This design comes from an exercise in tuning for small area, a short achievable clock period and few clock cycles per item on the open sky130 flow, not from production work. At most, simulation tests tie the RTL to the original design; equivalence was not proved. Power figures rest on the tool's default switching activity, not on a simulated workload.

==> module w4a8_gemm_top, before the edit <==
module w4a8_gemm_top (
  input  wire         ap_clk,
  input  wire         areset,
  input  wire         ap_start,
  input  wire         write_result,
  input  wire         a_req,
  input  wire  [31:0] a_data,
  input  wire         b_req,
  input  wire  [31:0] b_data,
  input  wire         out_ready,
  output wire         ap_idle,
  output wire         ap_done,
  output wire         ap_ready,
  output wire         a_ack,
  output wire         b_ack,
  output wire         out_valid,
  output wire  [31:0] out_data
);
  logic        run;        
  logic        done_q;
  logic        wr_q;
  logic        ack_a, ack_b;
  logic [1:0]  a_cnt;      
  logic        b_got;      
  logic [2:0]  cur;        
  logic [2:0]  sq;         
  logic [2:0]  pw;         
  logic        pv;         
  logic        ov;         
  logic [48-1:0] preg;
  logic [13:0] oreg;
  logic [31:0] areg;
  logic [31:0] breg;
  logic [48-1:0] part;
  logic [13:0] dot;
  wire xfer    = ov & out_ready;
  function automatic logic ok(input logic [2:0] w);
    ok = run & wr_q & b_got & ~w[2] & (w[1] ? (a_cnt == 2'd2) : (a_cnt == 2'd1));
  endfunction
  wire ld_rdy  = run & wr_q & pv & (pw == cur);
  wire o_free  = ~ov | out_ready;
  wire load    = ld_rdy & o_free;
  wire [2:0] cur_p1 = cur + 3'd1;
  wire [2:0] cur_p2 = cur + 3'd2;
  wire [2:0] cur_n  = load ? cur_p1 : cur;
  wire sq_ok   = ok(sq);
  wire [2:0] sq_n0  = (sq_ok & (sq == cur))    ? cur_p1 : cur;
  wire [2:0] sq_n1  = (sq_ok & (sq == cur_p1)) ? cur_p2 : cur_p1;
  wire [2:0] sq_n   = load ? sq_n1 : sq_n0;
  wire a_free  = (a_cnt == 2'd0) | ((a_cnt == 2'd1) & (~wr_q | cur[1]));
  wire a_free1 = (a_cnt == 2'd1) & cur[0] & ld_rdy;
  wire take_a  = run & a_req & ~ack_a & (a_free | (a_free1 & o_free));
  wire take_b  = run & b_req & ~ack_b & ~b_got;
  wire tiles   = (a_cnt == 2'd2) & ~ack_a & b_got & ~ack_b;
  wire fin     = run & tiles & (~wr_q | (cur[2] & (~ov | out_ready)));
  tile_mac_s1 mac_s1 (
    .a_row (areg),
    .b_row (sq[0] ? breg[31:16] : breg[15:0]),
    .part  (part)
  );
  tile_mac_s2 mac_s2 (
    .part  (preg),
    .dot   (dot)
  );
  always_ff @(posedge ap_clk) begin
    if (areset) begin
      run    <= 1'b0;
      done_q <= 1'b0;
      wr_q   <= 1'b0;
      ack_a  <= 1'b0;
      ack_b  <= 1'b0;
      a_cnt  <= '0;
      b_got  <= 1'b0;
      cur    <= '0;
      sq     <= '0;
      pw     <= '0;
      pv     <= 1'b0;
      ov     <= 1'b0;
    end else begin
      done_q <= fin;
      if (~run) begin
        if (ap_start & ~done_q) begin
          run   <= 1'b1;
          wr_q  <= write_result;
          a_cnt <= '0;
          b_got <= 1'b0;
          cur   <= '0;
          sq    <= '0;
        end
      end else if (fin) begin
        run <= 1'b0;
      end
      if (take_a) begin
        ack_a <= 1'b1;
        a_cnt <= a_cnt + 2'd1;
      end else if (~a_req) begin
        ack_a <= 1'b0;
      end
      if (take_b) begin
        ack_b <= 1'b1;
        b_got <= 1'b1;
      end else if (~b_req) begin
        ack_b <= 1'b0;
      end
      if (run) begin
        cur  <= cur_n;
        sq   <= sq_n;
      end
      pw   <= sq;
      pv   <= sq_ok;
      if (load) begin
        ov   <= 1'b1;
      end else if (xfer) begin
        ov   <= 1'b0;
      end
    end
  end
  always_ff @(posedge ap_clk) begin
    if (take_a) areg <= a_data;
    if (take_b) breg <= b_data;
    preg <= part;
    if (load)   oreg <= dot;
  end
  assign ap_idle   = ~run;
  assign ap_done   = done_q;
  assign ap_ready  = done_q;
  assign a_ack     = ack_a;
  assign b_ack     = ack_b;
  assign out_valid = ov;
  assign out_data  = {{18{oreg[13]}}, oreg};
endmodule
export LEC_CHECK = 0
export CAP_MARGIN = 20
export CORE_MARGIN = 2
export CORE_UTILIZATION = 40
export CTS_BUF_LIST = sky130_fd_sc_hd__clkbuf_4 sky130_fd_sc_hd__clkbuf_8
export SLEW_MARGIN = 20
create_clock -name core_clock -period 8.0 [get_ports {ap_clk}]
standard.sh (not shown) runs the stock make flow with config.mk's settings and CLKGATE_MAP_FILE= SYNTH_SCRIPT=/design/flow/synth_recipe.tcl, a recipe that flattens the netlist after the stock synthesis.
==> flow/flow/run.sh <==
#!/bin/bash
set -euo pipefail
D=$PWD
SETUP_MARGIN=${SETUP_MARGIN:-5}
bash standard.sh synth > synth.log 2>&1
make -C "$FLOW_HOME" DESIGN_CONFIG=$D/config.mk WORK_HOME=$D/orfs CLKGATE_MAP_FILE= \
  SYNTH_SCRIPT=$D/synth_recipe.tcl \
  BUFFER_PORTS_ARGS="-buffer_cell sky130_fd_sc_hd__buf_2" \
  CTS_ARGS="-sink_clustering_enable -repair_clock_nets -dont_use_dummy_load -buf_list {sky130_fd_sc_hd__clkbuf_4 sky130_fd_sc_hd__clkbuf_8}" \
  SETUP_SLACK_MARGIN=$SETUP_MARGIN finish > layout.log 2>&1
R=$D/orfs/results/sky130hd/w4a8_gemm_top/base
: # left out here: write the final layout as DEF
The baseline went through all stages and came out clean.
Testbench counts at the start, summed over its fixed seeds: cycles 31,250, jobs 3,200.
Change:
--- a/flow/design.v
+++ b/flow/design.v
@@ -298,21 +298,14 @@
   wire xfer    = ov & out_ready;
   function automatic logic ok(input logic [2:0] w);
     ok = run & wr_q & b_got & ~w[2] & (w[1] ? (a_cnt == 2'd2) : (a_cnt == 2'd1));
   endfunction
-  wire ld_rdy  = run & wr_q & pv & (pw == cur);
-  wire o_free  = ~ov | out_ready;
-  wire load    = ld_rdy & o_free;
-  wire [2:0] cur_p1 = cur + 3'd1;
-  wire [2:0] cur_p2 = cur + 3'd2;
-  wire [2:0] cur_n  = load ? cur_p1 : cur;
+  wire load    = run & wr_q & pv & (pw == cur) & (~ov | out_ready);
+  wire [2:0] cur_n = cur + {2'b0, load};
   wire sq_ok   = ok(sq);
-  wire [2:0] sq_n0  = (sq_ok & (sq == cur))    ? cur_p1 : cur;
-  wire [2:0] sq_n1  = (sq_ok & (sq == cur_p1)) ? cur_p2 : cur_p1;
-  wire [2:0] sq_n   = load ? sq_n1 : sq_n0;
-  wire a_free  = (a_cnt == 2'd0) | ((a_cnt == 2'd1) & (~wr_q | cur[1]));
-  wire a_free1 = (a_cnt == 2'd1) & cur[0] & ld_rdy;
-  wire take_a  = run & a_req & ~ack_a & (a_free | (a_free1 & o_free));
+  wire [2:0] sq_n  = (sq_ok & (sq == cur_n)) ? cur_n + 3'd1 : cur_n;
+  wire take_a  = run & a_req & ~ack_a &
+                 (a_cnt == 2'd0 | (a_cnt == 2'd1 & (~wr_q | cur[1] | (cur[0] & load))));
   wire take_b  = run & b_req & ~ack_b & ~b_got;
   wire tiles   = (a_cnt == 2'd2) & ~ack_a & b_got & ~ack_b;
   wire fin     = run & tiles & (~wr_q | (cur[2] & (~ov | out_ready)));
   tile_mac_s1 mac_s1 (
The changed run finished with timing, DRC and antenna clean.
Synthesized area rises slightly.
Non-clock buffer count rises by 8.
Worst setup slack improved by 0.029 ns.
Power came out higher by roughly a tenth.
Flip-flop and latch count is unchanged.
Final cell count stays flat.
Cell area goes up slightly.
Testbench counts after the change, summed over its fixed seeds: cycles 31,250, jobs 3,200.

* * *

== build 36 ==
w4a8_gemm_top, a different RTL version from the one above (not shown whole).
Size: ~730 cells after synthesis, roughly 8200 um^2 of cells after synthesis.
==> flow/config.mk <==
export PLATFORM = sky130hd
export DESIGN_NAME = w4a8_gemm_top
export DESIGN_NICKNAME = w4a8_gemm_top
export VERILOG_FILES = /design/flow/design.v
export SDC_FILE = /design/flow/constraint.sdc
export NUM_CORES = 4
export LEC_CHECK = 0
export CAP_MARGIN = 20
export CORE_MARGIN = 2
export CORE_UTILIZATION = 50
export CTS_BUF_LIST = sky130_fd_sc_hd__clkbuf_4 sky130_fd_sc_hd__clkbuf_8
export GPL_TIMING_DRIVEN = 1
export SLEW_MARGIN = 20
==> flow/constraint.sdc <==
create_clock -name core_clock -period 8.0 [get_ports {ap_clk}]
set_input_delay 1.6000 -clock core_clock [delete_from_list [all_inputs] [get_ports {ap_clk}]]
set_output_delay 1.6000 -clock core_clock [all_outputs]
set_load 0.01 [all_outputs]
Scripts as last shown in full above: flow/flow/run.sh
Testbench counts of build 36, summed over its fixed seeds: cycles 31,250, jobs 3,200.
Changes in trial 2 relative to build 36:
--- a/flow/design.v
+++ b/flow/design.v
@@ -210,13 +210,17 @@
   wire s188 = s184 ^ c179;
   wire c189 = s184 & c179;
   wire s190 = 1'b1 ^ p23 ^ p47;
   wire c191 = (1'b1 & p23) | (p47 & (1'b1 ^ p23));
   wire s192 = p71 ^ p95 ^ c185;
   wire c193 = (p71 & p95) | (c185 & (p71 ^ p95));
-  assign part = {1'b1, c193, c191, 1'b1, c189, s192, c187, s190, s188, c183, c181, s186, s182, c173, s180, c171, s172, c163, s170, c161, s162, c153, s160, c151, s152, c143, s150, c141, s142, s140, c133, s138, c123, s132, c121, s130, s122, s120, c111, c109, s110, s108, s102, s98};
+  wire s194 = s190 ^ c187;
+  wire c195 = s190 & c187;
+  wire s196 = 1'b1 ^ c191;
+  wire c197 = 1'b1 & c191;
+  assign part = {1'b1, c197, c195, c193, s196, s194, c189, s192, s188, c183, c181, s186, s182, c173, s180, c171, s172, c163, s170, c161, s162, c153, s160, c151, s152, c143, s150, c141, s142, s140, c133, s138, c123, s132, c121, s130, s122, s120, c111, c109, s110, s108, s102, s98};
 endmodule
 module tile_mac_s2 (
   input  wire  [43:0] part,
   output wire  [13:0] dot
 );
   wire s0 = part[4] ^ part[5] ^ part[6];
@@ -248,20 +252,22 @@
   wire s26 = part[32] ^ part[33] ^ part[34];
   wire c27 = (part[32] & part[33]) | (part[34] & (part[32] ^ part[33]));
   wire s28 = part[35] ^ c23 ^ s26;
   wire c29 = (part[35] & c23) | (s26 & (part[35] ^ c23));
   wire s30 = part[36] ^ part[37] ^ part[38];
   wire c31 = (part[36] & part[37]) | (part[38] & (part[36] ^ part[37]));
-  wire s32 = part[39] ^ c27 ^ s30;
-  wire c33 = (part[39] & c27) | (s30 & (part[39] ^ c27));
-  wire s34 = part[40] ^ part[41] ^ part[42];
-  wire c35 = (part[40] & part[41]) | (part[42] & (part[40] ^ part[41]));
+  wire s32 = c27 ^ s30;
+  wire c33 = c27 & s30;
+  wire s34 = part[39] ^ part[40] ^ part[41];
+  wire c35 = (part[39] & part[40]) | (part[41] & (part[39] ^ part[40]));
   wire s36 = c31 ^ s34;
   wire c37 = c31 & s34;
-  wire [13:0] row_x = {part[43], c35, s36, c29, c25, c21, c17, c13, c9, c5, s2, part[7], part[2], part[0]};
-  wire [13:0] row_y = {1'b0, c37, c33, s32, s28, s24, s20, s16, s12, s8, s4, s0, part[3], part[1]};
+  wire s38 = part[42] ^ c35;
+  wire c39 = part[42] & c35;
+  wire [13:0] row_x = {part[43], c37, c33, s32, c25, c21, c17, c13, c9, c5, s2, part[7], part[2], part[0]};
+  wire [13:0] row_y = {c39, s38, s36, c29, s28, s24, s20, s16, s12, s8, s4, s0, part[3], part[1]};
   assign dot = row_x + row_y;
 endmodule
 `default_nettype wire
 `timescale 1ns/1ps
 `default_nettype none
 module w4a8_gemm_top (
Results
On trial 2: mean post-synth cell area is 2.1% higher than what build 36 gave.
Compared with build 36, trial 2 shows a lower core utilization.
Trial 2 vs build 36: total clock network power up
Trial 2 vs. build 36: synthesized cell count now larger, sum of routed wire length over all layers grew by about 9%.
The RTL of trial 2 was laid out without a check of its function.

## re-timing with driven ports
In the flow no input, the clock included, has a driving cell. The finished layouts below were timed again as built, in two steps. Step 1: set_driving_cell puts a clkbuf_16 on ap_clk and a buf_2 on each other input, an assumption about the parent block. Step 2 adds t to the input delays and takes it off the output delays; t is the mean of the earliest and latest rising clock arrival at the registers after step 1. Input paths then give back, and output paths get back, about the clock's delay inside the block. Slacks: no drivers / after step 1 / after step 2; pairs: no drivers / after step 1.
run	t, ns	setup WS [ns]	slew at the worst register clock pin (ns)	pins driven straight from the clock port
the first run of note 1	0.481	4.964 / 4.964 / 4.873	0.08 / 0.08	1
the second run of note 1	0.483	4.993 / 5.000 / 4.517	0.09 / 0.09	1
build 36	0.468	5.090 / 5.090 / 4.669	0.08 / 0.08	1
trial 2	0.484	4.930 / 4.930 / 4.641	0.09 / 0.09	1
After both steps every run listed still meets setup and hold. The setup slack of the second run of note 1, which loses most, moves by +0.007 ns with the drivers and by -0.476 ns with both steps.
